Background: an optimization exercise with open tools, aiming at small area, a short achievable clock period and few clock cycles per item. Do not read the settings as production practice.
Where RTL was checked, it was by simulation tests only, not by an equivalence proof against the original.
For runs 1 and 2, only the layout was checked, not whether the RTL still works.
Power and IR drop assume default switching activity.

**flow/run.sh**
```bash
#!/bin/bash
# synth_recipe.tcl (not shown) runs the flow's synth.tcl, then flattens the netlist and writes it again
# the make line also repeats each setting of config.mk as NAME=value (left out here)
make -C /OpenROAD-flow-scripts/flow DESIGN_CONFIG=/design/flow/config.mk WORK_HOME=/design/flow/orfs CLKGATE_MAP_FILE= SYNTH_SCRIPT=/design/flow/synth_recipe.tcl finish
```
**flow/config.mk**
```make
export PLATFORM = sky130hd
export DESIGN_NAME = lattice_fermion_hop_sign
export DESIGN_NICKNAME = lattice_fermion_hop_sign
export VERILOG_FILES = /design/flow/design.v
export SDC_FILE = /design/flow/constraint.sdc
export NUM_CORES = 4
export LEC_CHECK = 0
export ABC_CLOCK_PERIOD_IN_PS = 2500
export CAP_MARGIN = 20
export CORE_MARGIN = 2
export CORE_UTILIZATION = 60
export SETUP_SLACK_MARGIN = 2.5
export SLEW_MARGIN = 20
```
**flow/constraint.sdc**
```tcl
create_clock -name core_clock -period 5.0 [get_ports {clk}]
set_input_delay 1.0000 -clock core_clock [delete_from_list [all_inputs] [get_ports {clk}]]
set_output_delay 1.0000 -clock core_clock [all_outputs]
set_load 0.01 [all_outputs]
```
**flow/design.v**
```verilog
package lfhs_pkg;
    localparam int MODE_W = 2;
    localparam int IDX_W  = 6;
    localparam int CFG_W  = 7;
    localparam int CNT_W  = 7;
    localparam int OCC_W  = 2;
    localparam int ERR_W  = 2;
    localparam int ADDR_SPAN = 64;
    typedef enum logic [MODE_W-1:0] {
        MODE_HOP_UP      = 2'd0,
        MODE_HOP_DOWN    = 2'd1,
        MODE_CREATE_UP   = 2'd2,
        MODE_CREATE_DOWN = 2'd3
    } mode_t;
    typedef enum logic [ERR_W-1:0] {
        ERR_NONE     = 2'd0,
        ERR_PARTICLE = 2'd1,
        ERR_LIMIT    = 2'd2
    } err_t;
    localparam logic CFG_UP_LIMIT   = 1'b0;
    localparam logic CFG_DOWN_LIMIT = 1'b1;
    typedef enum logic [2:0] {
        ST_IDLE,
        ST_LOOKUP,
        ST_SCAN,
        ST_UPDATE,
        ST_DONE
    } state_t;
    typedef struct packed {
        logic [MODE_W-1:0] mode;
        logic [IDX_W-1:0]  particle;
        logic [IDX_W-1:0]  site;
    } in_item_t;
    typedef struct packed {
        logic              step_parity;
        logic              sign_negative;
        logic [OCC_W-1:0]  dest_occupancy;
        logic [ERR_W-1:0]  error;
    } out_item_t;
    typedef struct packed {
        logic             start;
        logic [CNT_W-1:0] lo;
        logic [CNT_W-1:0] hi;
    } scan_cmd_t;
    typedef struct packed {
        logic done;
        logic parity;
    } scan_res_t;
endpackage
module lfhs_ram #(
    parameter int WIDTH = 6,
    parameter int ROWS  = 8,
    parameter int COLS  = 16
) (
    input  logic                             clk,
    input  logic                             wr_en,
    input  logic [$clog2(ROWS*COLS)-1:0]     wr_addr,
    input  logic [WIDTH-1:0]                 wr_data,
    input  logic [ROWS-1:0]                  rd_row,
    input  logic [COLS-1:0]                  rd_col,
    output logic [WIDTH-1:0]                 rd_data
);
    logic [WIDTH-1:0] mem_reg [ROWS*COLS];
    logic [WIDTH-1:0] row_data [ROWS];
    always_ff @(posedge clk)
    begin
        if (wr_en)
        begin
            mem_reg[wr_addr] <= wr_data;
        end
    end
    always_comb
    begin
        for (int r = 0; r < ROWS; r++)
        begin
            row_data[r] = '0;
            for (int c = 0; c < COLS; c++)
            begin
                row_data[r] = row_data[r] | (mem_reg[r*COLS+c] & {WIDTH{rd_col[c]}});
            end
        end
        rd_data = '0;
        for (int r = 0; r < ROWS; r++)
        begin
            rd_data = rd_data | (row_data[r] & {WIDTH{rd_row[r]}});
        end
    end
endmodule
module lfhs_scan #(
    parameter int SITE_CNT = 64
) (
    input  logic [SITE_CNT-1:0] mask,
    input  logic [SITE_CNT-1:0] map_a,
    input  logic [SITE_CNT-1:0] map_b,
    output logic                par_a,
    output logic                par_b
);
    assign par_a = ^(map_a & mask);
    assign par_b = ^(map_b & mask);
endmodule
module lattice_fermion_hop_sign #(
    parameter int SITES         = 64,
    parameter int MAX_PARTICLES = 64
) (
    input  logic             clk,
    input  logic             rst_n,
    input  logic             in_valid,
    output logic             in_stall,
    input  lfhs_pkg::in_item_t  in_data,
    output logic             out_valid,
    input  logic             out_stall,
    output lfhs_pkg::out_item_t out_data,
    input  logic             cfg_write,
    input  logic             cfg_index,
    input  logic [lfhs_pkg::CFG_W-1:0] cfg_data
);
    localparam int NS  = 64;
    localparam int SW  = 6;
    localparam int CW  = lfhs_pkg::CNT_W;
    localparam int QD  = 4;
    localparam int PMX = 5;
    logic                 in_accept;
    logic                 r1_v;
    lfhs_pkg::in_item_t   r1_d;
    logic [7:0]           r1_row;
    logic [15:0]          r1_col;
    logic                 r2_v;
    logic                 r2_sp;
    logic                 r2_hop;
    logic [SW-1:0]        r2_p;
    logic [SW-1:0]        r2_s;
    logic [SW-1:0]        r2_o;
    logic                 r2_m;
    logic                 r3_v;
    logic                 r3_sp;
    logic                 r3_hop;
    logic [SW-1:0]        r3_s;
    logic [SW-1:0]        r3_o;
    logic [NS-1:0]        r3_mask;
    logic                 r3_corr;
    logic                 r3_occ_up;
    logic                 r3_occ_dn;
    logic                 r3_err_part;
    logic                 r3_err_lim;
    logic [SW:0]          r3_waddr;
    logic [NS-1:0]        occ_up_reg;
    logic [NS-1:0]        occ_dn_reg;
    logic [CW-1:0]        created_up_reg;
    logic [CW-1:0]        created_dn_reg;
    logic [lfhs_pkg::CFG_W-1:0] lim_up_reg;
    logic [lfhs_pkg::CFG_W-1:0] lim_dn_reg;
    logic                 sign_reg;
    logic [5:0]           head_reg;
    logic                 head_v;
    logic [5:0]           q_mem [QD];
    logic [1:0]           q_wr;
    logic [1:0]           q_rd;
    logic [2:0]           q_cnt;
    logic [2:0]           pend;
    logic [2:0]           pend_next;
    logic                 stall_reg;
    logic                 out_take;
    logic                 head_free;
    logic                 q_some;
    logic                 q_push;
    logic                 q_pop;
    logic                 b1_sp;
    logic                 b1_hop;
    logic [SW-1:0]        b1_p;
    logic [SW-1:0]        b1_s;
    logic [SW-1:0]        b1_o_raw;
    logic                 b1_fwd;
    logic                 b2_fwd;
    logic [SW-1:0]        b2_o;
    logic [NS-1:0]        b2_th_o;
    logic [NS-1:0]        b2_th_s;
    logic                 b2_up_raw;
    logic                 b2_dn_raw;
    logic                 b2_c_set;
    logic                 b2_c_clr;
    logic                 b2_occ_up;
    logic                 b2_occ_dn;
    logic [CW-1:0]        b2_created;
    logic [lfhs_pkg::CFG_W-1:0] b2_lim;
    logic                 b2_inc;
    logic                 b2_err_part;
    logic                 b2_err_lim;
    logic [CW-1:0]        b2_created_eff;
    logic [SW:0]          b2_waddr;
    logic                 c_busy;
    logic                 c_change;
    logic                 c_par_up;
    logic                 c_par_dn;
    logic                 c_flip;
    logic                 c_sign;
    logic [SW:0]          c_waddr;
    logic [5:0]           c_res;
    assign in_accept = in_valid && !stall_reg;
    always_ff @(posedge clk or negedge rst_n)
    begin
        if (!rst_n)
        begin
            r1_v <= 1'b0;
            r2_v <= 1'b0;
            r3_v <= 1'b0;
        end
        else
        begin
            r1_v <= in_accept;
            r2_v <= r1_v;
            r3_v <= r2_v;
        end
    end
    always_ff @(posedge clk)
    begin
        r1_d <= in_data;
        for (int i = 0; i < 8; i++)
        begin
            r1_row[i] <= ({in_data.mode[0], in_data.particle[5:4]} == 3'(i));
        end
        for (int i = 0; i < 16; i++)
        begin
            r1_col[i] <= (in_data.particle[3:0] == 4'(i));
        end
    end
    assign b1_sp  = r1_d.mode[0];
    assign b1_hop = !r1_d.mode[1];
    assign b1_p   = r1_d.particle;
    assign b1_s   = r1_d.site;
    lfhs_ram #(
        .WIDTH (SW),
        .ROWS  (8),
        .COLS  (16)
    ) u_site_list (
        .clk     (clk),
        .wr_en   (c_change),
        .wr_addr (c_waddr),
        .wr_data (r3_s),
        .rd_row  (r1_row),
        .rd_col  (r1_col),
        .rd_data (b1_o_raw)
    );
    assign b1_fwd = c_change && (c_waddr == {b1_sp, b1_p});
    always_ff @(posedge clk)
    begin
        r2_sp  <= b1_sp;
        r2_hop <= b1_hop;
        r2_p   <= b1_p;
        r2_s   <= b1_s;
        r2_o   <= b1_fwd ? r3_s : b1_o_raw;
        r2_m   <= (b2_waddr == {b1_sp, b1_p});
    end
    assign b2_fwd = c_change && r2_m;
    assign b2_o   = b2_fwd ? r3_s : r2_o;
    always_comb
    begin
        for (int i = 0; i < NS; i++)
        begin
            b2_th_o[i] = (i < int'(b2_o));
            b2_th_s[i] = (i < int'(r2_s));
        end
    end
    assign b2_up_raw = occ_up_reg[r2_s];
    assign b2_dn_raw = occ_dn_reg[r2_s];
    assign b2_c_set  = (r3_s == r2_s);
    assign b2_c_clr  = r3_hop && (r3_o == r2_s);
    assign b2_occ_up = (c_change && !r3_sp) ? (b2_c_set || (b2_up_raw && !b2_c_clr)) : b2_up_raw;
    assign b2_occ_dn = (c_change && r3_sp) ? (b2_c_set || (b2_dn_raw && !b2_c_clr)) : b2_dn_raw;
    assign b2_created = r2_sp ? created_dn_reg : created_up_reg;
    assign b2_lim     = r2_sp ? lim_dn_reg : lim_up_reg;
    assign b2_inc     = c_change && !r3_hop && (r3_sp == r2_sp);
    assign b2_err_part = r2_hop && (b2_inc ? ({1'b0, r2_p} > b2_created)
                                          : ({1'b0, r2_p} >= b2_created));
    assign b2_err_lim  = !r2_hop && (b2_inc ? (({1'b0, b2_created} + 8'd1 >= {1'b0, b2_lim}) ||
                                               (b2_created >= CW'(63)))
                                            : ((b2_created >= b2_lim) || b2_created[6]));
    assign b2_created_eff = b2_created + {{(CW-1){1'b0}}, b2_inc};
    assign b2_waddr       = {r2_sp, r2_hop ? r2_p : b2_created_eff[SW-1:0]};
    always_ff @(posedge clk)
    begin
        r3_waddr    <= b2_waddr;
        r3_sp       <= r2_sp;
        r3_hop      <= r2_hop;
        r3_s        <= r2_s;
        r3_o        <= b2_o;
        r3_mask     <= r2_hop ? (b2_th_o ^ b2_th_s) : b2_th_s;
        r3_corr     <= r2_hop && (b2_o < r2_s);
        r3_occ_up   <= b2_occ_up;
        r3_occ_dn   <= b2_occ_dn;
        r3_err_part <= b2_err_part;
        r3_err_lim  <= b2_err_lim;
    end
    assign c_busy    = r3_sp ? r3_occ_dn : r3_occ_up;
    assign c_change  = r3_v && !c_busy && !r3_err_part && !r3_err_lim;
    assign c_waddr   = r3_waddr;
    lfhs_scan #(
        .SITE_CNT (NS)
    ) u_parity (
        .mask  (r3_mask),
        .map_a (occ_up_reg),
        .map_b (occ_dn_reg),
        .par_a (c_par_up),
        .par_b (c_par_dn)
    );
    assign c_flip = c_change && (((!r3_sp || !r3_hop) && c_par_up) ^ (r3_sp && c_par_dn) ^ r3_corr);
    assign c_sign = sign_reg ^ c_flip;
    assign c_res  = {c_flip, c_sign,
                     r3_occ_dn || (c_change && r3_sp),
                     r3_occ_up || (c_change && !r3_sp),
                     r3_err_lim, r3_err_part};
    always_ff @(posedge clk or negedge rst_n)
    begin
        if (!rst_n)
        begin
            occ_up_reg     <= '0;
            occ_dn_reg     <= '0;
            created_up_reg <= '0;
            created_dn_reg <= '0;
            lim_up_reg     <= '0;
            lim_dn_reg     <= '0;
            sign_reg       <= 1'b0;
        end
        else
        begin
            sign_reg <= c_sign;
            if (c_change)
            begin
                if (r3_sp)
                begin
                    if (r3_hop)
                    begin
                        occ_dn_reg[r3_o] <= 1'b0;
                    end
                    else
                    begin
                        created_dn_reg <= created_dn_reg + CW'(1);
                    end
                    occ_dn_reg[r3_s] <= 1'b1;
                end
                else
                begin
                    if (r3_hop)
                    begin
                        occ_up_reg[r3_o] <= 1'b0;
                    end
                    else
                    begin
                        created_up_reg <= created_up_reg + CW'(1);
                    end
                    occ_up_reg[r3_s] <= 1'b1;
                end
            end
            if (cfg_write && (cfg_index == lfhs_pkg::CFG_UP_LIMIT))
            begin
                lim_up_reg <= cfg_data;
            end
            if (cfg_write && (cfg_index == lfhs_pkg::CFG_DOWN_LIMIT))
            begin
                lim_dn_reg <= cfg_data;
            end
        end
    end
    assign out_take  = head_v && !out_stall;
    assign head_free = !head_v || !out_stall;
    assign q_some    = (q_cnt != 3'd0);
    assign q_pop     = head_free && q_some;
    assign q_push    = r3_v && (!head_free || q_some);
    always_ff @(posedge clk)
    begin
        if (q_push)
        begin
            q_mem[q_wr] <= c_res;
        end
        if (head_free)
        begin
            head_reg <= q_some ? q_mem[q_rd] : c_res;
        end
    end
    assign pend_next = pend + {2'b00, in_accept} - {2'b00, out_take};
    always_ff @(posedge clk or negedge rst_n)
    begin
        if (!rst_n)
        begin
            head_v    <= 1'b0;
            q_wr      <= '0;
            q_rd      <= '0;
            q_cnt     <= '0;
            pend      <= '0;
            stall_reg <= 1'b0;
        end
        else
        begin
            if (head_free)
            begin
                head_v <= q_some || r3_v;
            end
            if (q_push)
            begin
                q_wr <= q_wr + 2'd1;
            end
            if (q_pop)
            begin
                q_rd <= q_rd + 2'd1;
            end
            q_cnt     <= q_cnt + {2'b00, q_push} - {2'b00, q_pop};
            pend      <= pend_next;
            stall_reg <= (pend_next >= 3'(PMX));
        end
    end
    assign in_stall  = stall_reg;
    assign out_valid = head_v;
    assign out_data  = head_reg;
endmodule
```
==> flow_summary.json, run 1 <==
{
  "status": "no timing/DRC/antenna violations",
  "via_count": 31700,
  "r2r-end": "head_reg[4]",
  "syn_to_final_growth_pct": 20.3,
  "fp.dieW_um": 279,
  "setup_viol": 0,
  "largest_reg_flops": 768,
  "wl_per_cell_um": 33.3,
  "internal-power_mw": 16.6,
  "power_frac_clock": 0.347,
  "dpl.hpwl_um": 95900,
  "drive_gt1_frac": 0.247,
  "comb_power_share": 0.176,
  "yosysWarnings": 3,
  "layout.nets": 3583,
  "synth.most_common_cell": "edfxtp_1",
  "clockBufferDepth": 3,
  "setup.worst_path.start_class": "flip-flop",
  "syn_inst": 3309,
  "ys.flop_type": "edfxtp_1",
  "final_util": 0.730,
  "yosys.area.top_type": "edfxtp_1",
  "maxCapViolCount": 0,
  "numCtsBuffers": 109,
  "ios": 35,
  "hold_buffers": 0,
  "firstDrtPassIters": 6,
  "grt_first_pass_wirelength_um": 212000,
  "p_sw_frac": 0.280,
  "critPathMaxFanout": 3,
  "clock_latency_ps": 710,
  "period_share": 0.665,
  "die_area_um2": 77600,
  "fin_crit_ps": 3330,
  "synth_edf_count": 798,
  "gp_congestion": 1.04,
  "drc": 0,
  "grt_max_degree": 105,
  "hold_class": "input pin to async pin",
  "r2r_cells": 11,
  "synth_area_per_cell_um2": 13.7,
  "worstMarginPinSlew_ps": 1030,
  "grtUsageTotal": 0.384,
  "synthTopCellsByCount": "edfxtp_1 (798), nand2_1 (427), o21ai_0 (247), nor2_1 (224), dfrtp_1 (172)",
  "ff2ff_setup_slack_ps": 1670,
  "drv_slew": 0,
  "hold_viol": 0,
  "cts_tree": "yes",
  "power_switching_mw": 6.46,
  "rows": 100,
  "fp.dieH_um": 279,
  "clk_pin_slew_ps": 60,
  "netlist_area_um2": 45200,
  "crit_path_end_kind": "flip-flop",
  "antenna_found_initial": 5,
  "slew_headroom": 0.315,
  "wl_um": 152000,
  "rsz0062_at_grt": "yes",
  "ys_seq_area_frac": 0.690,
  "path_class": "flip-flop to flip-flop",
  "p_leak_nw": 18.6,
  "arrival_ps": 3740,
  "synth.net_count": 3384,
  "finalClockSkew_ps": 47.6,
  "synth.area.top_cells": "edfxtp_1 (53%), dfrtp_1 (9.5%), dfxtp_1 (6.5%)",
  "fmax_mhz": 301,
  "ant_nets": 0,
  "port_buffers": 34,
  "vdd_drop_max_mv": 0.347,
  "first_iter_violations": 5074,
  "r2r_start": "r3_mask[37]",
  "clock-sinks": 1117,
  "cts_root_buf": "clkbuf_16",
  "synth_seq_cells": 1117,
  "ctsHtreeMaxLevel": 3,
  "required_ps": 5420,
  "grt_pass1_vias": 29600,
  "synthArstFlopShare": 0.154,
  "yosysTopAreaCellShare": 0.530,
  "viasPerCell": 6.94,
  "setup_tns_ps": 0,
  "core_um2": 74600,
  "fill_cells": 4751,
  "seqPwrFrac": 0.477,
  "initial_core_util": 0.607,
  "power.density_nw_per_um2": 424,
  "gr-total-overflow": 0,
  "ys_types": 50
}
-- repair_timing --
action	4_1_cts	5_1_grt
endpoints found under the setup margin	1004	620
pin swaps	33	65
setup buffers	48	95
gates resized for setup	408	277
cloned	2	2
-- cell families after synthesis --
kind of cell,count (synthesis),share of synthesized area
AOI/OAI and AO/OA,737,0.113
xor gates and xnor gates,244,0.0503
adders and majority gates,48,0.0136
buffers and inverters,201,0.0167
DFF,1117,0.690
muxes,90,0.0338
and+or+nand+nor,872,0.0831
-- stage by stage --
step	setup WS, ps	hold slack, ps	total power, mW	area, µm²	cells
after floorplan	2000	310	13.0	45400	3309
after global placement	1430	316	14.2	46800	4219
after detailed placement	1310	314	14.2	46800	4219
after CTS	1770	326	22.5	52400	4472
after global routing	1650	329	23.7	54400	4569
final	1670	308	23.1	54400	4571
-- power by group through the flow --
stage               registers [mW]  clock network (mW)  logic (mW)
detailed placement            11.2                   0        3.09
global placement              11.2                   0        3.05
floorplan                     10.9                   0        2.10
global route                  11.0                8.42        4.27
CTS                           11.0                8.04        3.50
finish                        11.0                8.02        4.07
-- per-layer routing --
layer | vias to the layer above | global-route usage | wire length [µm]
met5 | - | 0 | 27
met4 | 4 | 0.111 | 4770
met3 | 322 | 0.133 | 23100
met2 | 2490 | 0.549 | 65700
met1 | 16000 | 0.562 | 58400
li1 | 12900 | - | -
-- how the worst max path moves through the flow --
stage,start,endpoint,cells past startpoint
2_1_floorplan,occ_up_reg[26],head_reg[4],11
3_3_place_gp,r2_s[0],r3_occ_up,6
3_5_place_dp,r3_err_lim,u_site_list.mem_reg[26][3],6
4_1_cts,occ_up_reg[26],head_reg[4],11
5_1_grt,r3_mask[37],head_reg[4],11
6_report,r3_mask[37],head_reg[4],11
-- critical path: stages, from the launching register on --
cell	delay, ps
dfxtp_2	440
nand2_1	100
xor2_1	250
xnor2_1	150
xnor3_1	410
xnor3_1	240
xnor3_2	290
or3_4	410
and4_4	190
o21ai_4	190
xnor2_4	90
mux2_2	280
-- layout make-up --
cell class / instances / area (µm²) / share of cell area
Sequential cell: 1117 / 31300 / 0.576
Multi-Input combinational cell: 1991 / 15500 / 0.284
Clock buffer: 148 / 2970 / 0.0546
Timing Repair Buffer: 248 / 2740 / 0.0502
Tap cell: 969 / 1210 / 0.0223
Clock inverter: 55 / 518 / 0.00951
Inverter: 41 / 184 / 0.00338
Antenna cell: 2 / 5.00 / 0.0000919
-- placed cells by master, fill, tap and decap left out, types with 33 or more instances in the layout --
cell,Yosys,routed
buf_12,0,33
nand2_2,0,33
ha_1,46,39
a22o_1,132,130
dfxtp_1,147,98
nor2_4,0,36
nand4_1,61,61
nand3_1,53,43
a21oi_1,58,38
nand2_1,427,375
dfrtp_1,172,168
a221oi_1,131,102
o21ai_0,247,206
nor2_2,0,104
edfxtp_1,798,798
nor2_1,224,84
clkbuf_16,0,114
xor2_1,84,73
mux4_2,48,48
a22oi_1,135,131
buf_4,0,134
xnor2_1,150,125
==> run 2: changes to the inputs <==
--- a/flow/config.mk
+++ b/flow/config.mk
@@ -7,3 +7,2 @@
 export LEC_CHECK = 0
-export ABC_CLOCK_PERIOD_IN_PS = 2500
 export CAP_MARGIN = 20
==> flow_summary.json, run 2 <==
{
  "p_leak_nw": 18.6,
  "antenna_found_initial": 5,
  "clock-sinks": 1117,
  "ys.flop_type": "edfxtp_1",
  "cp_slowest_stage_delay_ps": 440,
  "multiInputGateArea_um2": 15500,
  "cts_tree": "yes",
  "finalClockSkew_ps": 47.6,
  "drive_gt1_frac": 0.247,
  "fin_crit_ps": 3330,
  "hold_class": "input pin to async pin",
  "synth.most_common_cell": "edfxtp_1",
  "rsz0062_at_grt": "yes",
  "via_count": 31700,
  "holdWs_ps": 308,
  "numCtsBuffers": 109,
  "initial_core_util": 0.607,
  "ios": 35,
  "critPathTopFamily": "XOR/XNOR gates",
  "drv_slew": 0,
  "fp.dieW_um": 279,
  "largest_reg_flops": 768,
  "die_area_um2": 77600,
  "grtUsageTotal": 0.384,
  "ant_nets": 0,
  "drc": 0,
  "grt_max_degree": 105,
  "cts_root_buf": "clkbuf_16",
  "layout.nets": 3583,
  "ff2ff_setup_slack_ps": 1670,
  "final_cell_mix": "edfxtp_1 (798), nand2_1 (375), o21ai_0 (206), dfrtp_1 (168), buf_4 (134)",
  "arrival_ps": 3740,
  "ctsHtreeMaxLevel": 3,
  "maxCapViolCount": 0,
  "netlist_area_um2": 45200,
  "grt_pass1_vias": 29600,
  "fill_cells": 4751,
  "status": "no timing/DRC/antenna violations",
  "hold_viol": 0,
  "fp.dieH_um": 279,
  "synthTopCellsByCount": "edfxtp_1 (798), nand2_1 (427), o21ai_0 (247), nor2_1 (224), dfrtp_1 (172)",
  "setup_viol": 0,
  "pre_cts_slack_ps": 1310,
  "worstMarginPinSlew_ps": 1030,
  "rows": 100,
  "yosys.area.top_type": "edfxtp_1",
  "power.density_nw_per_um2": 424,
  "synth_area_per_cell_um2": 13.7,
  "core_um2": 74600,
  "required_ps": 5420,
  "dpl.cell_count": 4219,
  "wl_um": 152000,
  "clock_latency_ps": 710,
  "vdd_drop_max_mv": 0.347,
  "path_cells": "nand2_1 -> xor2_1 -> xnor2_1 -> xnor3_1 -> xnor3_1 -> xnor3_2 -> or3_4 -> and4_4 -> o21ai_4 -> xnor2_4 -> mux2_2",
  "dpl.hpwl_um": 95900,
  "clockBufferDepth": 3,
  "gr-total-overflow": 0,
  "grtUsageMet1": 0.562,
  "synth_edf_count": 798,
  "first_iter_violations": 5074,
  "crit_top_cell": "xnor3_1",
  "cp_num_buf_inv": 0,
  "critPathMaxFanout": 3,
  "cpMaxStageDelayCell": "dfxtp_2",
  "layout.cells.non_filler": 4571,
  "grt.busiest_layer": "met1",
  "firstDrtPassIters": 6,
  "viasPerCell": 6.94,
  "gp_congestion": 1.04,
  "setup.worst_path.start_class": "flip-flop",
  "ys_types": 50,
  "yosysTopAreaCellShare": 0.530,
  "grt_first_pass_wirelength_um": 212000,
  "finalWorstSetupSlack_ps": 1670,
  "wl_per_cell_um": 33.3,
  "yosysWarnings": 3,
  "period_share": 0.665,
  "grt_use_met3": 0.133,
  "use_met2": 0.549,
  "synth.area.top_cells": "edfxtp_1 (53%), dfrtp_1 (9.5%), dfxtp_1 (6.5%)",
  "final_util": 0.730,
  "synth_seq_cells": 1117,
  "crit_path_end_kind": "flip-flop",
  "synthArstFlopShare": 0.154,
  "slew_headroom": 0.315,
  "ys_seq_area_frac": 0.690,
  "path_class": "flip-flop to flip-flop",
  "seqCellArea_um2": 31300,
  "fmax_mhz": 301,
  "syn_inst": 3309,
  "setup_tns_ps": 0,
  "synth.net_count": 3384,
  "clk_pin_slew_ps": 60,
  "port_buffers": 34,
  "syn_to_final_growth_pct": 20.3,
  "final_common_cell": "edfxtp_1"
}
run 2: kinds of logic (layout without fill, tap and decap cells):
family,count (synthesis),after routing,share of synthesized area
AO/OA/AOI/OAI,737,737,0.113
XOR/XNOR,244,244,0.0503
adder cells (fa/ha/maj),48,48,0.0136
buffers and inverters,201,492,0.0167
flip-flops,1117,1117,0.690
multiplexers,90,90,0.0338
other,0,2,0
AND/OR/NAND/NOR,872,872,0.0831
run 2: area by class of cell:
class | instances | share of cell area
Antenna cell | 2 | 0.0000919
Clock buffer | 148 | 0.0546
Clock inverter | 55 | 0.00951
Inverter | 41 | 0.00338
Multi-Input combinational cell | 1991 | 0.284
Sequential cell | 1117 | 0.576
Tap cell | 969 | 0.0223
Timing Repair Buffer | 248 | 0.0502
run 2: path summary, 6_finish.rpt:
path	depth (start not counted)	startpoint	endpoint
min in group core_clock	0	r1_d[0]	r2_s[0]
worst min register to register	0	r1_d[0]	r2_s[0]
worst max-delay path	11	r3_mask[37]	head_reg[4]
max in group asynchronous	2	rst_n	created_dn_reg[1]
worst min-delay path	1	rst_n	q_rd[0]
worst max register to register	11	r3_mask[37]	head_reg[4]
run 2: metal layers:
layer,up-vias,wire [µm]
li1,12900,-
met1,16000,58400
met2,2490,65700
met3,322,23100
met4,4,4770
met5,-,27
run 2: worst reg2reg max path, stage by stage, from the launching register on:
cell and delay [ps]:
dfxtp_2 440, nand2_1 100, xor2_1 250, xnor2_1 150, xnor3_1 410, xnor3_1 240
xnor3_2 290, or3_4 410, and4_4 190, o21ai_4 200, xnor2_4 100, mux2_2 280
run 2: where the power goes:
part | internal [mW] | switching, mW | leakage (nW)
Sequential | 10.4 | 0.558 | 10.7
Combinational | 1.73 | 2.34 | 6.24
Clock | 4.45 | 3.57 | 1.69
run 2: repair_timing:
action,in CTS,in global routing
endpoints found under the setup margin,1004,620
pin swaps,33,65
cloned,2,2
hold buffers,0,0
hold endpoints to repair,0,0
resized for setup,408,277
setup buffers,48,95
run 2: through the flow:
stage          power [mW]  cell area [µm²]
2_1_floorplan        13.0            45400
3_3_place_gp         14.2            46800
3_5_place_dp         14.2            46800
4_1_cts              22.5            52400
5_1_grt              23.7            54400
6_report             23.1            54400
==> run 3: changes to the inputs <==
--- a/flow/design.v
+++ b/flow/design.v
@@ -132,3 +132,2 @@
     logic [SW-1:0]        r2_o;
-    logic                 r2_m;
     logic                 r3_v;
@@ -136,2 +135,3 @@
     logic                 r3_hop;
+    logic [SW-1:0]        r3_p;
     logic [SW-1:0]        r3_s;
@@ -144,3 +144,2 @@
     logic                 r3_err_lim;
-    logic [SW:0]          r3_waddr;
     logic [NS-1:0]        occ_up_reg;
@@ -187,4 +186,3 @@
     logic                 b2_err_lim;
-    logic [CW-1:0]        b2_created_eff;
-    logic [SW:0]          b2_waddr;
+    logic [CW-1:0]        c_created;
     logic                 c_busy;
@@ -250,5 +248,4 @@
         r2_o   <= b1_fwd ? r3_s : b1_o_raw;
-        r2_m   <= (b2_waddr == {b1_sp, b1_p});
     end
-    assign b2_fwd = c_change && r2_m;
+    assign b2_fwd = c_change && (c_waddr == {r2_sp, r2_p});
     assign b2_o   = b2_fwd ? r3_s : r2_o;
@@ -276,9 +273,7 @@
                                             : ((b2_created >= b2_lim) || b2_created[6]));
-    assign b2_created_eff = b2_created + {{(CW-1){1'b0}}, b2_inc};
-    assign b2_waddr       = {r2_sp, r2_hop ? r2_p : b2_created_eff[SW-1:0]};
     always_ff @(posedge clk)
     begin
-        r3_waddr    <= b2_waddr;
         r3_sp       <= r2_sp;
         r3_hop      <= r2_hop;
+        r3_p        <= r2_p;
         r3_s        <= r2_s;
@@ -292,5 +287,6 @@
     end
+    assign c_created = r3_sp ? created_dn_reg : created_up_reg;
     assign c_busy    = r3_sp ? r3_occ_dn : r3_occ_up;
     assign c_change  = r3_v && !c_busy && !r3_err_part && !r3_err_lim;
-    assign c_waddr   = r3_waddr;
+    assign c_waddr   = {r3_sp, r3_hop ? r3_p : c_created[SW-1:0]};
     lfhs_scan #(
--- a/flow/config.mk
+++ b/flow/config.mk
@@ -9,4 +9,3 @@
 export CORE_MARGIN = 2
-export CORE_UTILIZATION = 60
-export SETUP_SLACK_MARGIN = 2.5
+export CORE_UTILIZATION = 40
 export SLEW_MARGIN = 20
==> flow_summary.json, run 3 <==
{
  "netlist_area_um2": 44900,
  "grt_max_degree": 96,
  "finalClockSkew_ps": 55.7,
  "syn_to_final_growth_pct": 12.8,
  "grtUsageTotal": 0.238,
  "r2r_start": "r3_sp",
  "fin_crit_ps": 4140,
  "grt_first_pass_wirelength_um": 201000,
  "dpl.cell_count": 4610,
  "total_power_mw": 22.3,
  "clockBufferDepth": 3,
  "ant_nets": 0,
  "path_class": "flip-flop to flip-flop",
  "ys.flop_type": "edfxtp_1",
  "via_count": 28800,
  "synth.net_count": 3258,
  "p_sw_frac": 0.265,
  "largest_reg_flops": 768,
  "vdd_drop_max_mv": 0.318,
  "drc": 0,
  "postPlaceCellArea_um2": 47000,
  "clock-sinks": 1116,
  "initial_core_util": 0.405,
  "grt_pass1_vias": 28100,
  "synth.most_common_cell": "edfxtp_1",
  "die_area_um2": 115000,
  "clk_pin_slew_ps": 60,
  "synth_edf_count": 798,
  "ys_types": 55,
  "setup_tns_ps": 0,
  "fmax_mhz": 242,
  "ctsHtreeMaxLevel": 3,
  "ios": 35,
  "layout.nets": 3306,
  "drive_gt1_frac": 0.0995,
  "final_util": 0.457,
  "r2r-end": "r3_mask[16]",
  "ys_seq_area_frac": 0.694,
  "syn_inst": 3185,
  "final_cell_mix": "edfxtp_1 (798), o21ai_0 (325), nand2_1 (276), nor2_1 (221), dfrtp_1 (172)",
  "setup_viol": 0,
  "period_share": 0.827,
  "cp-endpoint": "r3_mask[16]",
  "wl_um": 139000,
  "cpMaxStageDelayCell": "dfxtp_1",
  "r2r_cells": 13,
  "comb_power_share": 0.131,
  "arrival_ps": 4740,
  "critPathLaunch": "r3_sp",
  "cts_tree": "yes",
  "synth_seq_cells": 1116,
  "synth_area_per_cell_um2": 14.1,
  "setup.worst_path.start_class": "flip-flop",
  "synth.area.top_cells": "edfxtp_1 (53%), dfrtp_1 (9.6%), dfxtp_1 (6.5%)",
  "hold_class": "flip-flop to flip-flop",
  "yosysTopAreaCellShare": 0.533,
  "fin_area_um2": 50700,
  "layout.cells.non_filler": 4816,
  "yosys.area.top_type": "edfxtp_1",
  "antenna_found_initial": 3,
  "path_cells": "buf_4 -> mux2i_1 -> o21ai_0 -> xnor2_1 -> nand4_1 -> nor4_4 -> buf_4 -> mux2i_1 -> inv_1 -> nor2_1 -> nand2_1 -> o21ai_0 -> xor2_1",
  "wl_per_cell_um": 28.9,
  "power_frac_clock": 0.377,
  "cts_root_buf": "clkbuf_16",
  "post_cts_buffers": 0,
  "ff2ff_setup_slack_ps": 860,
  "finalWorstSetupSlack_ps": 863,
  "numCtsBuffers": 109,
  "critPathMaxFanout": 26,
  "power_switching_mw": 5.91,
  "final_common_cell": "edfxtp_1",
  "power.density_nw_per_um2": 439,
  "viasPerCell": 5.98,
  "firstDrtPassIters": 6,
  "drv_slew": 0,
  "hold_viol": 0,
  "hold_buffers": 0,
  "p_leak_nw": 17.1,
  "internal-power_mw": 16.4,
  "gr-total-overflow": 0,
  "status": "no timing/DRC/antenna violations",
  "port_buffers": 34,
  "worstMarginPinSlew_ps": 1140,
  "dpl.hpwl_um": 91200,
  "cts_resized": 0,
  "gp_congestion": 0.960,
  "slew_headroom": 0.238,
  "first_iter_violations": 3494,
  "maxCapViolCount": 0,
  "yosysWarnings": 3,
  "holdWs_ps": 320,
  "core_um2": 111000,
  "rows": 122,
  "cp_slowest_stage_delay_ps": 750,
  "clock_latency_ps": 740,
  "fp.dieH_um": 339,
  "pre_cts_slack_ps": 1030,
  "required_ps": 5600,
  "synthArstFlopShare": 0.154,
  "rsz0062_at_grt": "no",
  "fp.dieW_um": 339,
  "seqPwrFrac": 0.493,
  "diodes": 0,
  "crit_path_end_kind": "flip-flop",
  "synthTopCellsByCount": "edfxtp_1 (798), o21ai_0 (325), nand2_1 (276), nor2_1 (221), dfrtp_1 (172)"
}
-- run 3: changes by cell type after synthesis, moves of 5 or more --
| cell | before | now |
|---|---|---|
| mux2_2 | 21 | 28 |
| a22o_1 | 132 | 162 |
| a22oi_1 | 135 | 78 |
| o21ai_0 | 247 | 325 |
| o31ai_1 | 12 | 6 |
| buf_1 | 32 | 27 |
| a221oi_1 | 131 | 162 |
| clkbuf_1 | 128 | 118 |
| xnor2_1 | 150 | 137 |
| nand2_1 | 427 | 276 |
| nand3_1 | 53 | 34 |
| and2_1 | 8 | 13 |
| nor3_1 | 28 | 17 |
-- run 3: cell families (layout without fill, tap and decap cells) --
group           Yosys count  in the layout  synth area share
compound gates          817            817             0.124
flops                  1116           1116             0.694
buf+inv                 187            330            0.0157
xor+xnor                236            236            0.0493
simple gates            682            682            0.0667
fa+ha+maj                46             46            0.0131
mux                     101            101            0.0368
-- run 3: worst max-delay path: cells and delay by family (launching register included) --
family / cells / cell delay (ps)
compound gates: 2 / 850
xor+xnor: 2 / 470
buf+inv: 3 / 830
flops: 1 / 750
mux: 2 / 420
simple gates: 4 / 660
-- run 3: per-layer routing --
layer | wire length (µm) | global-route usage | part of all wire
met1 | 56000 | 0.321 | 0.40
met2 | 65900 | 0.383 | 0.47
met5 | 26 | 0 | 0.00019
met3 | 11400 | 0.0388 | 0.082
met4 | 5800 | 0.0969 | 0.042
-- run 3: worst min path at each step --
stage | cells after the start | endpoint | slack [ps] | from
global route | 0 | r2_s[1] | 330 | r1_d[1]
global placement | 0 | r2_s[0] | 310 | r1_d[0]
finish | 0 | r2_s[1] | 320 | r1_d[1]
detailed placement | 0 | r2_s[1] | 310 | r1_d[1]
CTS | 0 | r2_s[1] | 320 | r1_d[1]
floorplan | 0 | r2_s[0] | 310 | r1_d[0]
-- run 3: area by class of cell --
| cell class | count | area (µm²) |
|---|---|---|
| clock buffer | 138 | 2950 |
| clock inverter | 68 | 711 |
| fill | 9876 | 60300 |
| inverter | 38 | 143 |
| multi-input combinational | 1882 | 13000 |
| sequential | 1116 | 31200 |
| tap | 1488 | 1860 |
| timing repair buffer | 86 | 744 |
-- run 3: power groups by stage --
stage	logic (mW)	clock network, mW	registers, mW
after floorplan	1.95	0	10.9
after global placement	2.84	0	11.1
after detailed placement	2.87	0	11.1
after CTS	2.88	8.47	10.9
after global routing	3.13	8.82	11.0
final	2.91	8.39	11.0
Testbench counts of run 3, summed over its fixed seeds: cycles 9,632, items 9,600.
==> run 4: changes to the inputs <==
--- a/flow/design.v
+++ b/flow/design.v
@@ -119,4 +119,4 @@
     localparam int CW  = lfhs_pkg::CNT_W;
-    localparam int QD  = 4;
-    localparam int PMX = 5;
+    localparam int QD  = 5;
+    localparam int PMX = 6;
     logic                 in_accept;
@@ -132,6 +132,7 @@
     logic [SW-1:0]        r2_o;
+    logic                 r2_m;
     logic                 r3_v;
+    logic                 r3_chg;
     logic                 r3_sp;
     logic                 r3_hop;
-    logic [SW-1:0]        r3_p;
     logic [SW-1:0]        r3_s;
@@ -144,2 +145,14 @@
     logic                 r3_err_lim;
+    logic [SW:0]          r3_waddr;
+    logic                 r4_v;
+    logic                 r4_chg;
+    logic                 r4_sp;
+    logic                 r4_hop;
+    logic                 r4_corr;
+    logic                 r4_par_up;
+    logic                 r4_par_dn;
+    logic                 r4_occ_up;
+    logic                 r4_occ_dn;
+    logic                 r4_err_part;
+    logic                 r4_err_lim;
     logic [NS-1:0]        occ_up_reg;
@@ -154,4 +167,4 @@
     logic [5:0]           q_mem [QD];
-    logic [1:0]           q_wr;
-    logic [1:0]           q_rd;
+    logic [2:0]           q_wr;
+    logic [2:0]           q_rd;
     logic [2:0]           q_cnt;
@@ -186,4 +199,5 @@
     logic                 b2_err_lim;
-    logic [CW-1:0]        c_created;
-    logic                 c_busy;
+    logic                 b2_busy;
+    logic [CW-1:0]        b2_created_eff;
+    logic [SW:0]          b2_waddr;
     logic                 c_change;
@@ -191,6 +205,6 @@
     logic                 c_par_dn;
-    logic                 c_flip;
-    logic                 c_sign;
     logic [SW:0]          c_waddr;
-    logic [5:0]           c_res;
+    logic                 d_flip;
+    logic                 d_sign;
+    logic [5:0]           d_res;
     assign in_accept = in_valid && !stall_reg;
@@ -203,2 +217,5 @@
             r3_v <= 1'b0;
+            r4_v <= 1'b0;
+            r3_chg <= 1'b0;
+            r4_chg <= 1'b0;
         end
@@ -209,2 +226,5 @@
             r3_v <= r2_v;
+            r4_v <= r3_v;
+            r3_chg <= r2_v && !b2_busy && !b2_err_part && !b2_err_lim;
+            r4_chg <= r3_chg;
         end
@@ -248,4 +268,5 @@
         r2_o   <= b1_fwd ? r3_s : b1_o_raw;
+        r2_m   <= (b2_waddr == {b1_sp, b1_p});
     end
-    assign b2_fwd = c_change && (c_waddr == {r2_sp, r2_p});
+    assign b2_fwd = c_change && r2_m;
     assign b2_o   = b2_fwd ? r3_s : r2_o;
@@ -273,7 +294,10 @@
                                             : ((b2_created >= b2_lim) || b2_created[6]));
+    assign b2_busy = r2_sp ? b2_occ_dn : b2_occ_up;
+    assign b2_created_eff = b2_created + {{(CW-1){1'b0}}, b2_inc};
+    assign b2_waddr       = {r2_sp, r2_hop ? r2_p : b2_created_eff[SW-1:0]};
     always_ff @(posedge clk)
     begin
+        r3_waddr    <= b2_waddr;
         r3_sp       <= r2_sp;
         r3_hop      <= r2_hop;
-        r3_p        <= r2_p;
         r3_s        <= r2_s;
@@ -287,6 +311,4 @@
     end
-    assign c_created = r3_sp ? created_dn_reg : created_up_reg;
-    assign c_busy    = r3_sp ? r3_occ_dn : r3_occ_up;
-    assign c_change  = r3_v && !c_busy && !r3_err_part && !r3_err_lim;
-    assign c_waddr   = {r3_sp, r3_hop ? r3_p : c_created[SW-1:0]};
+    assign c_change  = r3_chg;
+    assign c_waddr   = r3_waddr;
     lfhs_scan #(
@@ -300,8 +322,20 @@
     );
-    assign c_flip = c_change && (((!r3_sp || !r3_hop) && c_par_up) ^ (r3_sp && c_par_dn) ^ r3_corr);
-    assign c_sign = sign_reg ^ c_flip;
-    assign c_res  = {c_flip, c_sign,
-                     r3_occ_dn || (c_change && r3_sp),
-                     r3_occ_up || (c_change && !r3_sp),
-                     r3_err_lim, r3_err_part};
+    always_ff @(posedge clk)
+    begin
+        r4_sp       <= r3_sp;
+        r4_hop      <= r3_hop;
+        r4_corr     <= r3_corr;
+        r4_par_up   <= c_par_up;
+        r4_par_dn   <= c_par_dn;
+        r4_occ_up   <= r3_occ_up;
+        r4_occ_dn   <= r3_occ_dn;
+        r4_err_part <= r3_err_part;
+        r4_err_lim  <= r3_err_lim;
+    end
+    assign d_flip = r4_chg && (((!r4_sp || !r4_hop) && r4_par_up) ^ (r4_sp && r4_par_dn) ^ r4_corr);
+    assign d_sign = sign_reg ^ d_flip;
+    assign d_res  = {d_flip, d_sign,
+                     r4_occ_dn || (r4_chg && r4_sp),
+                     r4_occ_up || (r4_chg && !r4_sp),
+                     r4_err_lim, r4_err_part};
     always_ff @(posedge clk or negedge rst_n)
@@ -320,3 +354,3 @@
         begin
-            sign_reg <= c_sign;
+            sign_reg <= d_sign;
             if (c_change)
@@ -362,3 +396,3 @@
     assign q_pop     = head_free && q_some;
-    assign q_push    = r3_v && (!head_free || q_some);
+    assign q_push    = r4_v && (!head_free || q_some);
     always_ff @(posedge clk)
@@ -367,3 +401,3 @@
         begin
-            q_mem[q_wr] <= c_res;
+            q_mem[q_wr] <= d_res;
         end
@@ -371,3 +405,3 @@
         begin
-            head_reg <= q_some ? q_mem[q_rd] : c_res;
+            head_reg <= q_some ? q_mem[q_rd] : d_res;
         end
@@ -390,3 +424,3 @@
             begin
-                head_v <= q_some || r3_v;
+                head_v <= q_some || r4_v;
             end
@@ -394,3 +428,3 @@
             begin
-                q_wr <= q_wr + 2'd1;
+                q_wr <= (q_wr == 3'(QD - 1)) ? 3'd0 : q_wr + 3'd1;
             end
@@ -398,3 +432,3 @@
             begin
-                q_rd <= q_rd + 2'd1;
+                q_rd <= (q_rd == 3'(QD - 1)) ? 3'd0 : q_rd + 3'd1;
             end
==> flow_summary.json, run 4 <==
{
  "status": "no timing/DRC/antenna violations",
  "synth.net_count": 3333,
  "grtUsageTotal": 0.231,
  "maxCapViolCount": 0,
  "post_cts_buffers": 0,
  "first_iter_violations": 3570,
  "finalClockSkew_ps": 57.2,
  "hold_buffers": 0,
  "required_ps": 5610,
  "p_leak_nw": 17.3,
  "cp_num_buf_inv": 1,
  "multiInputGateArea_um2": 13200,
  "via_count": 29300,
  "postPlaceCellArea_um2": 47700,
  "worstMarginPinSlew_ps": 1130,
  "final_util": 0.456,
  "path_class": "flip-flop to flip-flop",
  "seqCellArea_um2": 31700,
  "gp_congestion": 0.972,
  "yosysWarnings": 3,
  "power_switching_mw": 5.79,
  "numCtsBuffers": 110,
  "ys.flop_type": "edfxtp_1",
  "setup_viol": 0,
  "port_buffers": 34,
  "clk_pin_slew_ps": 70,
  "yosysTopAreaCellShare": 0.529,
  "grt_max_degree": 98,
  "slew_headroom": 0.243,
  "internal-power_mw": 16.3,
  "setup.worst_path.start_class": "flip-flop",
  "fmax_mhz": 308,
  "clock_latency_ps": 730,
  "die_area_um2": 117000,
  "viasPerCell": 5.99,
  "ctsHtreeMaxLevel": 3,
  "fin_area_um2": 51400,
  "synth_seq_cells": 1137,
  "ys_types": 72,
  "initial_core_util": 0.405,
  "ios": 35,
  "fin_crit_ps": 3250,
  "power_frac_clock": 0.384,
  "diodes": 0,
  "drive_gt1_frac": 0.0937,
  "synth_edf_count": 804,
  "ys_seq_area_frac": 0.694,
  "vdd_drop_max_mv": 0.306,
  "final_common_cell": "edfxtp_1",
  "p_sw_frac": 0.262,
  "setup_tns_ps": 0,
  "synth.most_common_cell": "edfxtp_1",
  "fp.dieW_um": 342,
  "critPathTopFamily": "compound AO/OA/AOI/OAI gates",
  "grt_pass1_vias": 28700,
  "synthArstFlopShare": 0.156,
  "cts_resized": 0,
  "rows": 123,
  "netlist_area_um2": 45700,
  "comb_power_share": 0.113,
  "critPathMaxFanout": 20,
  "period_share": 0.650,
  "synth_area_per_cell_um2": 14.0,
  "ff2ff_setup_slack_ps": 1750,
  "synth.area.top_cells": "edfxtp_1 (53%), dfrtp_1 (9.7%), dfxtp_1 (6.8%)",
  "fill_cells": 10000,
  "largest_reg_flops": 768,
  "power.density_nw_per_um2": 431,
  "antenna_found_initial": 2,
  "gr-total-overflow": 0,
  "hold_viol": 0,
  "clockBufferDepth": 3,
  "core_um2": 113000,
  "hold_class": "flip-flop to flip-flop",
  "syn_to_final_growth_pct": 12.5,
  "crit_path_end_kind": "flip-flop",
  "layout.nets": 3375,
  "cts_root_buf": "clkbuf_16",
  "yosys.area.top_type": "edfxtp_1",
  "clock-sinks": 1137,
  "total_power_mw": 22.1,
  "firstDrtPassIters": 6,
  "path_cells": "buf_4 -> mux2i_1 -> xnor2_1 -> ha_1 -> a21o_1 -> a211oi_1 -> o311ai_1 -> a21oi_1 -> o221a_2 -> nand4b_1 -> o21ai_2",
  "cp_slowest_stage_delay_ps": 620,
  "rsz0062_at_grt": "no",
  "cts_tree": "yes",
  "grt_first_pass_wirelength_um": 200000,
  "cpMaxStageDelayCell": "mux2i_1",
  "syn_inst": 3258,
  "wl_per_cell_um": 27.8,
  "wl_um": 136000,
  "drc": 0,
  "fp.dieH_um": 342,
  "dpl.hpwl_um": 88900,
  "drv_slew": 0,
  "arrival_ps": 3850,
  "seqPwrFrac": 0.503,
  "ant_nets": 0,
  "synthTopCellsByCount": "edfxtp_1 (804), nand2_1 (271), o21ai_0 (262), nor2_1 (213), dfrtp_1 (177)",
  "final_cell_mix": "edfxtp_1 (804), nand2_1 (271), o21ai_0 (262), nor2_1 (213), dfrtp_1 (177)"
}
==> run 4: cell types whose count changed in the layout (fill, tap and decap cells not counted), sizes merged, moves of 8 or more <==
cell    previous run  this run
xnor2            138       174
mux4              48        34
a22o             162       174
xor2              88        76
a221oi           162       172
dfxtp            146       156
xnor3             10         0
a22oi             78        69
and2              13         4
mux2i             25        34
a21oi             58        50
nand3             34        42
nor3              17        25
==> run 4: layer usage <==
layer,wire (µm),global-route usage
met5,0,0
met4,4930,0.0856
met3,11100,0.0360
met2,63100,0.363
met1,57200,0.325
==> run 4: path summary, 6_finish.rpt <==
check,startpoint,to,depth (start not counted)
worst max-delay path,r2_sp,r3_chg,11
worst min-delay path,r3_occ_dn,r4_occ_dn,0
worst max register to register,r2_sp,r3_chg,11
worst min register to register,r3_occ_dn,r4_occ_dn,0
max in group asynchronous,rst_n,q_cnt[2],2
min in group asynchronous,rst_n,occ_dn_reg[63],1
==> run 4: cells by family after synthesis <==
logic type / after synthesis / synth area share
flops: 1137 / 0.694
compound gates: 840 / 0.128
simple gates: 694 / 0.0674
xor+xnor: 250 / 0.0479
buf+inv: 194 / 0.0179
mux: 95 / 0.0315
fa+ha+maj: 48 / 0.0135
==> run 4: per-stage QoR <==
step,worst slack (ps),std cells,hold slack (ps)
global route,1510,4895,340
floorplan,1080,3258,310
finish,1750,4895,326
global placement,1480,4687,312
detailed placement,1350,4688,313
CTS,1740,4895,329
==> run 4: power by group through the flow <==
stage	sequential (mW)	combinational [mW]	clock, mW
final	11.1	2.51	8.50
after floorplan	11.0	1.70	0
after global placement	11.3	2.47	0
after CTS	11.1	2.51	8.59
after detailed placement	11.3	2.49	0
after global routing	11.2	2.76	8.98
==> run 4: area by class of cell <==
class	instances	area share
sequential	1137	0.618
tap	1500	0.0365
timing repair buffer	83	0.0140
clock buffer	142	0.0587
inverter	41	0.00299
multi-input combinational	1927	0.256
clock inverter	65	0.0138
Testbench counts of run 4, summed over its fixed seeds: cycles 9,640, items 9,600.
==> run 5: changes to the inputs <==
--- a/flow/config.mk
+++ b/flow/config.mk
@@ -9,3 +9,4 @@
 export CORE_MARGIN = 2
-export CORE_UTILIZATION = 40
+export CORE_UTILIZATION = 70
+export SETUP_SLACK_MARGIN = 2.5
 export SLEW_MARGIN = 20
==> flow_summary.json, run 5 <==
{
  "path_class": "flip-flop to flip-flop",
  "ys_types": 72,
  "synth.net_count": 3333,
  "period_share": 0.539,
  "gr-total-overflow": 0,
  "yosys.area.top_type": "edfxtp_1",
  "port_buffers": 34,
  "numCtsBuffers": 109,
  "p_sw_frac": 0.266,
  "critPathMaxFanout": 6,
  "synth.most_common_cell": "edfxtp_1",
  "clock_latency_ps": 720,
  "internal-power_mw": 16.4,
  "largest_reg_flops": 768,
  "antenna_found_initial": 4,
  "viasPerCell": 7.39,
  "synthTopCellsByCount": "edfxtp_1 (804), nand2_1 (271), o21ai_0 (262), nor2_1 (213), dfrtp_1 (177)",
  "setup_viol": 0,
  "drc": 0,
  "r2r_start": "r2_sp",
  "setup.worst_path.start_class": "flip-flop",
  "rsz0062_at_grt": "yes",
  "ys.flop_type": "edfxtp_1",
  "required_ps": 5600,
  "path_cells": "buf_6 -> buf_4 -> mux2_2 -> ha_1 -> nand2b_1 -> a21o_1 -> a211o_1 -> a21oi_1 -> o221a_2 -> nand4b_1 -> o21ai_2",
  "cts_tree": "yes",
  "hold_buffers": 0,
  "setup_tns_ps": 0,
  "dpl.cell_count": 4032,
  "yosysWarnings": 3,
  "core_um2": 64500,
  "ant_nets": 0,
  "crit_path_end_kind": "flip-flop",
  "p_leak_nw": 17.9,
  "fin_crit_ps": 2690,
  "fmax_mhz": 371,
  "yosysTopAreaCellShare": 0.529,
  "power.density_nw_per_um2": 425,
  "grtUsageTotal": 0.415,
  "critPathLaunch": "r2_sp",
  "cp_slowest_stage_delay_ps": 410,
  "status": "no timing/DRC/antenna violations",
  "ctsHtreeMaxLevel": 3,
  "slew_headroom": 0.252,
  "gp_congestion": 1.01,
  "die_area_um2": 67300,
  "comb_power_share": 0.129,
  "arrival_ps": 3290,
  "ios": 35,
  "worstMarginPinSlew_ps": 1110,
  "hold_viol": 0,
  "seqPwrFrac": 0.498,
  "synth_area_per_cell_um2": 14.0,
  "layout.cells.non_filler": 4305,
  "netlist_area_um2": 45700,
  "grt_pass1_vias": 30700,
  "ys_seq_area_frac": 0.694,
  "drv_slew": 0,
  "drive_gt1_frac": 0.179,
  "finalClockSkew_ps": 60.0,
  "clockBufferDepth": 3,
  "power_switching_mw": 5.95,
  "grt_max_degree": 94,
  "via_count": 31800,
  "wl_um": 144000,
  "cts_root_buf": "clkbuf_16",
  "fp.dieH_um": 259,
  "fp.dieW_um": 259,
  "grt_first_pass_wirelength_um": 203000,
  "synth_edf_count": 804,
  "syn_to_final_growth_pct": 15.2,
  "syn_inst": 3258,
  "synthArstFlopShare": 0.156,
  "wl_per_cell_um": 33.4,
  "synth.area.top_cells": "edfxtp_1 (53%), dfrtp_1 (9.7%), dfxtp_1 (6.8%)",
  "min-delay-start": "r1_d[0]",
  "layout.nets": 3429,
  "synth_seq_cells": 1137,
  "cpMaxStageDelayCell": "dfxtp_4",
  "power_frac_clock": 0.373,
  "hold_class": "flip-flop to flip-flop",
  "first_iter_violations": 6228,
  "final_cell_mix": "edfxtp_1 (804), o21ai_0 (258), nand2_1 (249), dfrtp_1 (175), a22o_1 (174)",
  "firstDrtPassIters": 8,
  "vdd_drop_max_mv": 0.351,
  "maxCapViolCount": 0,
  "rows": 93,
  "final_common_cell": "edfxtp_1",
  "clk_pin_slew_ps": 60,
  "initial_core_util": 0.709,
  "clock-sinks": 1137,
  "dpl.hpwl_um": 85000
}
## run 5: cell counts after synthesis
No cell type changed its count.
## run 5: cell type report
type                    instances  area (µm²)
flip-flops and latches       1137       31800
clock inverters                51         576
fillers                      3335       11800
clock buffers                 153        3070
repair buffers                137        1640
inverters                      41         164
diodes                          3        7.51
multi-input cells            1928       14300
well taps                     855        1070
## run 5: layer usage
layer | vias to the layer above | share of wire | global-route usage
met3 | 694 | 0.13 | 0.0916
met5 | - | 0 | 0
met4 | 0 | 0.076 | 0.246
li1 | 12700 | - | -
met1 | 15500 | 0.34 | 0.550
met2 | 2949 | 0.46 | 0.639
## run 5: what timing repair did
action	CTS	global route
gates resized for setup	197	148
setup buffers	18	44
pin swaps	10	29
endpoints found under the setup margin	783	718
cloned	0	4
## run 5: power by group through the flow
stage	sequential [mW]	combinational (mW)	clock [mW]
floorplan	11.0	1.75	0
global placement	11.3	2.46	0
detailed placement	11.3	2.53	0
CTS	11.1	2.67	8.30
global route	11.2	3.08	8.68
finish	11.1	2.90	8.35
## run 5: worst max-delay path: cells and delay by family (launching register included)
kind	cells	cell delay [ps]
buffers and inverters	2	290
muxes	1	360
AOI/OAI and AO/OA	5	1030
DFF	1	410
adders and majority gates	1	290
and+or+nand+nor	2	260
## run 5: cell families after synthesis
family	share of synthesized area
flip-flops	0.694
AO/OA/AOI/OAI	0.128
AND/OR/NAND/NOR	0.0674
XOR/XNOR	0.0479
buffers and inverters	0.0179
multiplexers	0.0315
adder cells (fa/ha/maj)	0.0135
## run 5: final timing paths
check,endpoint,slack [ps],cells past startpoint
worst min-delay path,r2_s[0],320,0
worst max-delay path,r3_chg,2310,11
worst max register to register,r3_chg,2310,11
worst min register to register,r2_s[0],320,0
max in group asynchronous,head_v,3480,2
min in group asynchronous,occ_dn_reg[55],380,1
## run 5: stage by stage
step                power (mW)  hold WS [ps]  setup WS [ps]  utilization  instance area (µm²)
finish                    22.4           325           2310        0.816                52600
detailed placement        13.8           313           1590        0.727                46800
global route              22.9           329           2200        0.816                52600
CTS                       22.1           326           2180        0.798                51400
global placement          13.7           312           1640        0.727                46800
floorplan                 12.8           310           2450            -                45800
==> run 6: changes to the inputs <==
--- a/flow/config.mk
+++ b/flow/config.mk
@@ -9,4 +9,4 @@
 export CORE_MARGIN = 2
-export CORE_UTILIZATION = 70
-export SETUP_SLACK_MARGIN = 2.5
+export CORE_UTILIZATION = 60
+export SETUP_SLACK_MARGIN = 3.0
 export SLEW_MARGIN = 20
==> flow_summary.json, run 6 <==
{
  "clock-sinks": 1137,
  "required_ps": 5560,
  "gr-total-overflow": 0,
  "ys_seq_area_frac": 0.694,
  "syn_to_final_growth_pct": 26.5,
  "hold_buffers": 0,
  "via_count": 32600,
  "status": "no timing/DRC/antenna violations",
  "yosysTopAreaCellShare": 0.529,
  "core_um2": 75700,
  "fin_area_um2": 57800,
  "clockBufferDepth": 3,
  "drv_slew": 0,
  "synth_edf_count": 804,
  "finalClockSkew_ps": 60.6,
  "grtUsageTotal": 0.394,
  "synth.most_common_cell": "edfxtp_1",
  "largest_reg_flops": 768,
  "layout.nets": 3617,
  "arrival_ps": 3280,
  "yosysWarnings": 3,
  "syn_inst": 3258,
  "yosys.area.top_type": "edfxtp_1",
  "holdWs_ps": 321,
  "grt_first_pass_wirelength_um": 220000,
  "grt_max_degree": 91,
  "setup_tns_ps": 0,
  "dpl.hpwl_um": 89200,
  "path_class": "flip-flop to flip-flop",
  "hold_viol": 0,
  "ctsHtreeMaxLevel": 3,
  "fp.dieW_um": 280,
  "power.density_nw_per_um2": 404,
  "fp.dieH_um": 280,
  "diodes": 0,
  "synth.net_count": 3333,
  "hold_class": "flip-flop to flip-flop",
  "final_common_cell": "edfxtp_1",
  "setup_viol": 0,
  "wl_um": 162000,
  "cts_root_buf": "clkbuf_16",
  "critPathMaxFanout": 29,
  "viasPerCell": 7.06,
  "final_cell_mix": "edfxtp_1 (804), nand2_1 (203), o21ai_1 (180), dfrtp_1 (173), a22o_1 (170)",
  "slew_headroom": 0.247,
  "postPlaceCellArea_um2": 47300,
  "synth.area.top_cells": "edfxtp_1 (53%), dfrtp_1 (9.7%), dfxtp_1 (6.8%)",
  "netlist_area_um2": 45700,
  "antenna_found_initial": 1,
  "rows": 101,
  "vdd_drop_max_mv": 0.344,
  "wl_per_cell_um": 35.0,
  "ant_nets": 0,
  "ios": 35,
  "fmax_mhz": 368,
  "firstDrtPassIters": 6,
  "clk_pin_slew_ps": 60,
  "r2r_cells": 8,
  "initial_core_util": 0.603,
  "grt_pass1_vias": 31400,
  "numCtsBuffers": 109,
  "drive_gt1_frac": 0.314,
  "synthTopCellsByCount": "edfxtp_1 (804), nand2_1 (271), o21ai_0 (262), nor2_1 (213), dfrtp_1 (177)",
  "die_area_um2": 78300,
  "synth_area_per_cell_um2": 14.0,
  "hold_depth": 0,
  "crit_path_end_kind": "flip-flop",
  "maxCapViolCount": 0,
  "first_iter_violations": 4750,
  "ys.flop_type": "edfxtp_1",
  "setup.worst_path.start_class": "flip-flop",
  "worstMarginPinSlew_ps": 1120,
  "p_leak_nw": 19.6,
  "synthArstFlopShare": 0.156,
  "period_share": 0.543,
  "drc": 0,
  "final_util": 0.764,
  "cts_tree": "yes",
  "clock_latency_ps": 710,
  "synth_seq_cells": 1137,
  "ys_types": 72,
  "rsz0062_at_grt": "yes",
  "fin_crit_ps": 2720,
  "gp_congestion": 1.01,
  "port_buffers": 34
}
-- run 6: cell counts after synthesis --
Identical to the previous run, type by type.
-- run 6: timing repair --
item                                    in CTS  in global routing
gates resized for setup                    666                378
buffers inserted                           156                 70
gates cloned                                20                  7
pin swaps                                  116                116
endpoints found under the setup margin    1201                888
-- run 6: routing by layer --
layer	vias to the layer above	global-route usage	part of all wire
met5	-	0	0
met4	0	0.239	0.081
met3	704	0.0851	0.12
met2	2626	0.625	0.46
met1	16100	0.503	0.34
li1	13200	-	-
-- run 6: worst max-delay path, stage by stage, from the launching register on --
cell	delay, ps
dfxtp_4	440
buf_12	230
a22o_1	250
a221oi_2	310
nand4_1	430
a22oi_1	360
nand4_1	310
nor2_2	190
a21oi_2	40
-- run 6: cells by family after synthesis --
kind of cell | Yosys count | share of synthesized area
XOR/XNOR | 250 | 0.0479
AO/OA/AOI/OAI | 840 | 0.128
AND/OR/NAND/NOR | 694 | 0.0674
flip-flops | 1137 | 0.694
multiplexers | 95 | 0.0315
buffers and inverters | 194 | 0.0179
adder cells (fa/ha/maj) | 48 | 0.0135
-- run 6: worst paths after layout --
check	from	to	slack, ps
worst max-delay path	r1_col[9]	r2_o[0]	2280
worst min-delay path	r1_d[0]	r2_s[0]	320
worst max register to register	r1_col[9]	r2_o[0]	2280
worst min register to register	r1_d[0]	r2_s[0]	320
max in group asynchronous	rst_n	q_cnt[1]	3520
min in group asynchronous	rst_n	occ_dn_reg[40]	430
-- run 6: through the flow --
stage / setup WS [ps] / total power, mW / std cells
after floorplan: 2450 / 12.9 / 3258
after global placement: 1640 / 13.8 / 4156
after detailed placement: 1600 / 13.9 / 4156
after CTS: 2300 / 22.8 / 4539
after global routing: 2190 / 23.9 / 4616
final: 2280 / 23.4 / 4616
-- run 6: power breakdown --
group | total, mW | internal (mW) | switching [mW]
logic | 3.73 | 1.56 | 2.17
registers | 11.2 | 10.6 | 0.585
clock network | 8.46 | 4.82 | 3.64
total | 23.4 | 17.0 | 6.39
-- run 6: final cells by class --
| type | instances | area, µm² |
|---|---|---|
| Multi-Input combinational cell | 1935 | 17000 |
| Tap cell | 978 | 1220 |
| Clock buffer | 156 | 3150 |
| Clock inverter | 51 | 542 |
| Timing Repair Buffer | 318 | 3880 |
| Inverter | 41 | 176 |
| Fill cell | 4355 | 17900 |
| Sequential cell | 1137 | 31800 |
==> run 7: changes to the inputs <==
--- a/flow/config.mk
+++ b/flow/config.mk
@@ -10,3 +10,3 @@
 export CORE_UTILIZATION = 60
-export SETUP_SLACK_MARGIN = 3.0
+export SETUP_SLACK_MARGIN = 2.5
 export SLEW_MARGIN = 20
==> flow_summary.json, run 7 <==
{
  "synth.net_count": 3333,
  "hold_class": "flip-flop to flip-flop",
  "cpMaxStageDelayCell": "nand3_2",
  "numCtsBuffers": 112,
  "synthArstFlopShare": 0.156,
  "worstMarginPinSlew_ps": 1080,
  "gp_congestion": 0.999,
  "synth.mux.area_fraction": 0.0315,
  "final_common_cell": "edfxtp_1",
  "pre_cts_slack_ps": 1630,
  "synth_top_family_by_area": "compound AO/OA/AOI/OAI gates",
  "synth_area_per_cell_um2": 14.0,
  "netlist_area_um2": 45700,
  "power_switching_mw": 5.94,
  "dpl.hpwl_um": 90500,
  "grt_first_pass_wirelength_um": 205000,
  "fp.dieW_um": 280,
  "synth_xor_area_frac": 0.0479,
  "wl_per_cell_um": 32.1,
  "cp_slowest_stage_delay_ps": 710,
  "hold_depth": 0,
  "core_um2": 75700,
  "comb_power_share": 0.126,
  "power.density_nw_per_um2": 431,
  "synthTopCellsByCount": "edfxtp_1 (804), nand2_1 (271), o21ai_0 (262), nor2_1 (213), dfrtp_1 (177)",
  "cts_tree": "yes",
  "status": "no timing/DRC/antenna violations",
  "cts_root_buf": "clkbuf_16",
  "final_util": 0.695,
  "initial_core_util": 0.603,
  "fin_area_um2": 52600,
  "period_share": 0.528,
  "gr-total-overflow": 0,
  "r2r-end": "u_site_list.mem_reg[94][2]",
  "synth.most_common_cell": "edfxtp_1",
  "r2r_start": "r3_chg",
  "port_buffers": 34,
  "grt_pass1_vias": 29900,
  "drv_slew": 0,
  "yosysWarnings": 3,
  "min-delay-start": "r1_d[1]",
  "drive_gt1_frac": 0.172,
  "min_to": "r2_s[1]",
  "path_class": "flip-flop to flip-flop",
  "drc": 0,
  "ys_types": 72,
  "largest_reg_flops": 768,
  "fp.dieH_um": 280,
  "setup.worst_path.start_class": "flip-flop",
  "rsz0062_at_grt": "yes",
  "finalClockSkew_ps": 59.5,
  "setup_viol": 0,
  "arrival_ps": 2940,
  "postPlaceCellArea_um2": 47000,
  "p_sw_frac": 0.262,
  "first_iter_violations": 3955,
  "synth.area.top_cells": "edfxtp_1 (53%), dfrtp_1 (9.7%), dfxtp_1 (6.8%)",
  "hold_viol": 0,
  "cp_num_buf_inv": 0,
  "setup_tns_ps": 0,
  "via_count": 30400,
  "ff2ff_setup_slack_ps": 2360,
  "synth_fa_ha_area_frac": 0.0135,
  "p_leak_nw": 17.9,
  "grtUsageTotal": 0.363,
  "synth-simple-area-share": 0.0674,
  "required_ps": 5300,
  "final_cell_mix": "edfxtp_1 (804), o21ai_0 (257), nand2_1 (243), a22o_1 (174)",
  "critPathTopFamily": "simple AND/OR/NAND/NOR gates",
  "clockBufferDepth": 3,
  "slew_headroom": 0.279,
  "crit_path_end_kind": "flip-flop",
  "maxCapViolCount": 0,
  "clock-sinks": 1137,
  "yosys.area.top_type": "edfxtp_1",
  "synth_seq_cells": 1137,
  "die_area_um2": 78300,
  "ctsHtreeMaxLevel": 3,
  "ios": 35,
  "layout.nets": 3417,
  "antenna_found_initial": 0,
  "syn_inst": 3258,
  "r2r_cells": 3,
  "fin_crit_ps": 2640,
  "yosysTopAreaCellShare": 0.529,
  "synth-compound-area-share": 0.128,
  "clk_pin_slew_ps": 60,
  "vdd_drop_max_mv": 0.382,
  "ys_seq_area_frac": 0.694,
  "syn_to_final_growth_pct": 15.1,
  "clock_latency_ps": 710,
  "ys.flop_type": "edfxtp_1",
  "power_frac_clock": 0.383,
  "finalWorstSetupSlack_ps": 2360,
  "diodes": 0,
  "internal-power_mw": 16.7,
  "grt_max_degree": 112,
  "viasPerCell": 6.89,
  "synth_edf_count": 804,
  "hold_buffers": 0,
  "critPathMaxFanout": 14,
  "path_cells": "nor2b_1 -> nand3_2 -> nor2_2",
  "fmax_mhz": 379,
  "rows": 101,
  "ant_nets": 0,
  "seqPwrFrac": 0.492,
  "wl_um": 142000,
  "firstDrtPassIters": 6
}
## run 7: cell counts after synthesis
Identical to the previous run, type by type.
## run 7: worst reg2reg max path, stage by stage, from the launching register on
cell     delay [ps]
dfrtp_2         520
nor2b_1         420
nand3_2         710
nor2_2          620
## run 7: routing by layer
metal	vias up	share of wire	routed length [µm]	global-route usage
met2	1970	0.47	67200	0.579
met5	-	0	0	0
li1	12700	-	-	-
met4	0	0.055	7840	0.186
met3	357	0.095	13400	0.0648
met1	15400	0.38	53500	0.484
## run 7: metrics by stage
stage	hold WS, ps	power (mW)	cells
after CTS	328	22.6	4400
final	326	22.7	4416
after global routing	330	23.3	4416
after global placement	312	13.8	4153
after detailed placement	315	13.9	4154
after floorplan	310	12.8	3258
## run 7: how the worst max path moves through the flow
stage | startpoint | cells past startpoint | end | slack (ps)
4_1_cts | r3_chg | 11 | r3_corr | 2280
2_1_floorplan | out_stall | 11 | q_cnt[2] | 2450
3_3_place_gp | out_stall | 11 | q_cnt[2] | 1660
6_report | r3_chg | 3 | u_site_list.mem_reg[94][2] | 2360
3_5_place_dp | out_stall | 11 | q_cnt[2] | 1630
5_1_grt | r3_chg | 3 | u_site_list.mem_reg[94][2] | 2320
## run 7: cells by family after synthesis
group,count (synthesis)
flops,1137
compound gates,840
simple gates,694
xor+xnor,250
buf+inv,194
mux,95
fa+ha+maj,48
## run 7: power groups by stage
stage	logic, mW	clock network [mW]	registers, mW
after floorplan	1.75	0	11.0
after global placement	2.50	0	11.3
after detailed placement	2.56	0	11.3
after CTS	2.73	8.71	11.1
after global routing	3.08	9.08	11.2
final	2.85	8.67	11.1
## run 7: final cells by class
cell class | instances | area [µm²]
flip-flops and latches | 1137 | 31800
fillers | 5080 | 23100
multi-input cells | 1927 | 14200
clock buffers | 145 | 3100
repair buffers | 123 | 1300
well taps | 978 | 1220
clock inverters | 65 | 751
inverters | 41 | 166
## run 7: repair_timing
action,CTS,global route
setup endpoints to repair,794,606
endpoints found under the hold margin,0,0
gates cloned,0,0
gates resized for setup,197,125
buffers inserted,36,16
pin swaps,18,19

## separate check: timing with driven ports
The results above use ideal ports. As a check the final layouts listed here were re-extracted and re-timed, cells and wires unchanged. Step 1 assumes that a clkbuf_16 drives the clock port and a buf_2 every other input. Step 2 also shifts input and output timing later by t, the mid clock arrival at the registers, as if the neighbouring blocks saw the same clock. Three values: ideal ports, drivers, drivers and shift; two values: the first two.
run	t (ns)	setup WS [ns]
run 1	0.754	1.674 / 1.674 / 1.674
run 2	0.754	1.674 / 1.674 / 1.674
run 3	0.780	0.863 / 0.863 / 0.863
run 4	0.772	1.752 / 1.752 / 1.467
run 5	0.758	2.306 / 2.306 / 2.114
run 6	0.760	2.284 / 2.284 / 2.257
run 7	0.746	2.358 / 2.358 / 2.241
After both steps setup and hold are still met in every run listed.
